Source: an optimization exercise on an open RTL-to-GDS flow (aim: small area, a short achievable clock period and few clock cycles per item). Production flows keep margins and buffers that such runs may drop.
RTL that was checked went through simulation tests only; none was proved equivalent to the original.
No activity file was given, so power comes from the tool's default toggle rates.

// gaussian_pyramid_core
module gaussian_pyramid_core
#(
  parameter int BIT_DEPTH = 8,
  parameter int TOP_WIDTH = 64,
  parameter int TOP_HEIGHT = 64,
  parameter int READ_LATENCY = 2,
  localparam int A1 = $clog2(TOP_WIDTH * TOP_HEIGHT),
  localparam int A2 = $clog2((TOP_WIDTH >> 1) * (TOP_HEIGHT >> 1)),
  localparam int A3 = $clog2((TOP_WIDTH >> 2) * (TOP_HEIGHT >> 2))
) (
  input  logic                 clk_in,
  input  logic                 rst_in,
  input  logic                 start_in,
  output logic [A1-1:0]        ext_read_addr,
  output logic                 ext_read_addr_valid,
  input  logic [BIT_DEPTH-1:0] ext_pixel_in,
  output logic [A1-1:0]        O1L1_write_addr, O1L2_write_addr, O1L3_write_addr,
  output logic                 O1L1_write_valid, O1L2_write_valid, O1L3_write_valid,
  output logic [BIT_DEPTH-1:0] O1L1_pixel_out, O1L2_pixel_out, O1L3_pixel_out,
  output logic [A2-1:0]        O2L1_write_addr, O2L2_write_addr, O2L3_write_addr,
  output logic                 O2L1_write_valid, O2L2_write_valid, O2L3_write_valid,
  output logic [BIT_DEPTH-1:0] O2L1_pixel_out, O2L2_pixel_out, O2L3_pixel_out,
  output logic [A3-1:0]        O3L1_write_addr, O3L2_write_addr, O3L3_write_addr,
  output logic                 O3L1_write_valid, O3L2_write_valid, O3L3_write_valid,
  output logic [BIT_DEPTH-1:0] O3L1_pixel_out, O3L2_pixel_out, O3L3_pixel_out,
  output logic                 pyramid_done
);
export LEC_CHECK = 0
export CAP_MARGIN = 20
export CORE_MARGIN = 2
export CORE_UTILIZATION = 40
export SLEW_MARGIN = 20
create_clock -name core_clock -period 10.0 [get_ports {clk_in}]
standard.sh (not shown) runs the stock make flow with config.mk's settings and CLKGATE_MAP_FILE= SYNTH_SCRIPT=/design/flow/synth_recipe.tcl, a recipe that flattens the netlist after the stock synthesis.
==> flow/flow/run.sh <==
#!/bin/bash
# Standard layout with buf_4 port buffers, timing repair aiming at 6.5 ns of setup slack
# (a 3.5 ns period) while the constraints stay at the design's 10 ns clock, and larger
# clock-tree sink clusters.
export BUFFER_PORTS_ARGS="-buffer_cell sky130_fd_sc_hd__buf_4"
export SETUP_SLACK_MARGIN=6.5
export CTS_ARGS="-sink_clustering_enable -repair_clock_nets -sink_clustering_size 24 -sink_clustering_max_diameter 80 -dont_use_dummy_load"
bash standard.sh > standard.log 2>&1
The starting point went through all stages and came out clean.
Testbench counts at the start, summed over its fixed seeds: cycles 138,048, frames 32.
Change:
--- a/flow/design.v
+++ b/flow/design.v
@@ -32,42 +32,37 @@
     ca <= sra[W-1];
     cb <= ca;
     out_pixel <= res;
     out_copy <= res;
     out_centre <= cb;
   end
 endmodule
 module line_ring
 #(
   parameter int L = 64,
-  parameter int BIT_DEPTH = 8,
-  parameter bit AHEAD = 1'b0
+  parameter int BIT_DEPTH = 8
 ) (
   input  logic                   clk,
   input  logic                   we0,
   input  logic [BIT_DEPTH-1:0]   d0,
   input  logic                   we1,
   input  logic [BIT_DEPTH-1:0]   d1,
   output logic [BIT_DEPTH-1:0]   q1,
   output logic [BIT_DEPTH-1:0]   q2,
   output logic [BIT_DEPTH+1:0]   r
 );
   logic [L-1:0][BIT_DEPTH-1:0] s;
   assign q1 = s[L-1];
   assign q2 = s[L-2];
-  always_ff @(posedge clk)
+  always_ff @(posedge clk) begin
     s <= {s[L-2:0], we0 ? d0 : we1 ? d1 : s[L-1]};
-  if (AHEAD) begin : g_ahead
-    always_ff @(posedge clk)
-      r <= (BIT_DEPTH + 2)'(s[L-3]) + ((BIT_DEPTH + 2)'(s[L-2]) << 1);
-  end else begin : g_now
-    assign r = (BIT_DEPTH + 2)'(q2) + ((BIT_DEPTH + 2)'(q1) << 1);
+    r <= (BIT_DEPTH + 2)'(s[L-3]) + ((BIT_DEPTH + 2)'(s[L-2]) << 1);
   end
 endmodule
 module blur_ring
 #(
   parameter int W = 32,
   parameter int H = 32,
   parameter int BIT_DEPTH = 8,
   parameter bit FINAL = 1'b0
 ) (
   input  logic                       clk,
@@ -286,21 +281,21 @@
     end
   end
   assign ev21 = o2v1_int || f21;
   assign ev22 = o2v;
   assign ev31 = o3k_int || f31;
   assign ev32 = o3v;
   line_ring #(.L(TOP_WIDTH), .BIT_DEPTH(BIT_DEPTH)) u_r21 (
     .clk(clk_in), .we0(r21we), .d0(r21d), .we1(1'b0), .d1(r21d), .q1(r21q1), .q2(), .r(r21r));
   line_ring #(.L(TOP_WIDTH), .BIT_DEPTH(BIT_DEPTH)) u_r22 (
     .clk(clk_in), .we0(r22we), .d0(r22d), .we1(1'b0), .d1(r22d), .q1(r22q1), .q2(), .r(r22r));
-  line_ring #(.L(TOP_WIDTH), .BIT_DEPTH(BIT_DEPTH), .AHEAD(1'b1)) u_r3 (
+  line_ring #(.L(TOP_WIDTH), .BIT_DEPTH(BIT_DEPTH)) u_r3 (
     .clk(clk_in), .we0(r31we), .d0(r31d), .we1(r32we), .d1(r32d), .q1(r3q1), .q2(), .r(r3r));
   blur_ring #(.W(W2), .H(H2), .BIT_DEPTH(BIT_DEPTH)) u_b21 (
     .clk(clk_in), .rst_n(rst_in), .clr(start_r), .ev(ev21), .in_pixel(l3_int),
     .ring_q1(r21q1), .ring_r(r21r), .ring_we(r21we), .ring_d(r21d),
     .out_valid(), .out_valid_int(o2v), .out_keep(), .out_keep_int(), .out_addr(),
     .out_pixel(), .out_pixel_int(o2p1), .out_centre());
   blur_ring #(.W(W2), .H(H2), .BIT_DEPTH(BIT_DEPTH), .FINAL(1'b1)) u_b22 (
     .clk(clk_in), .rst_n(rst_in), .clr(start_r), .ev(ev22), .in_pixel(o2p1),
     .ring_q1(r22q1), .ring_r(r22r), .ring_we(r22we), .ring_d(r22d),
     .out_valid(O2L3_write_valid), .out_valid_int(), .out_keep(O3L1_write_valid), .out_keep_int(o3k_int),
After rerunning: Sequential power barely changes. Critical path depth is unchanged. Design area came out higher by 0.37%. Final cell count came out higher by 0.60%. First-iteration DRC count came out higher by 15%. Worst hold slack is better by 24 ps. Clock skew came out lower by 41 ps. Area after synthesis came out higher by 0.52%. Power came out lower by 0.43%. Core utilization came out lower by 0.20 points. Global-route usage came out lower by 0.10 points.
Only the layout flow was run in the second run of this note; the RTL was not checked for function there.

[separate check: timing with driven ports]
Ports are ideal in the flow. The routed layouts listed here were re-timed in OpenROAD. Step 1 (the two cells are an assumption about what drives the block):
set clk [get_ports {clk_in}]
set_driving_cell -lib_cell sky130_fd_sc_hd__clkbuf_16 $clk
set_driving_cell -lib_cell sky130_fd_sc_hd__buf_2 [delete_from_list [all_inputs] $clk]
Step 2 adds t to the input delays and takes it off the output delays; t is the mean of the earliest and latest rising clock arrival at the registers after step 1. Input paths then give back, and output paths get back, about the clock's delay inside the block. a / b / c = no drivers / after step 1 / after step 2; a / b = the first two.
| run | shift t [ns] | setup WS [ns] | worst setup path at the end | latest minus earliest clock arrival (ns) | worst data-port slew with drivers (ns) |
|---|---|---|---|---|---|
| the first run | 0.879 | 6.595 / 6.518 / 6.501 | input, reset recovery | 0.144 / 0.144 | 0.04 |
| the second run | 0.895 | 6.603 / 6.520 / 7.067 | input, reset recovery | 0.103 / 0.103 | 0.03 |
After both steps setup and hold are still met in every run listed. The setup slack of the first run, which loses most, moves by -0.077 ns with the drivers and by -0.094 ns with both steps. The worst setup slack also covers recovery checks on asynchronous resets.
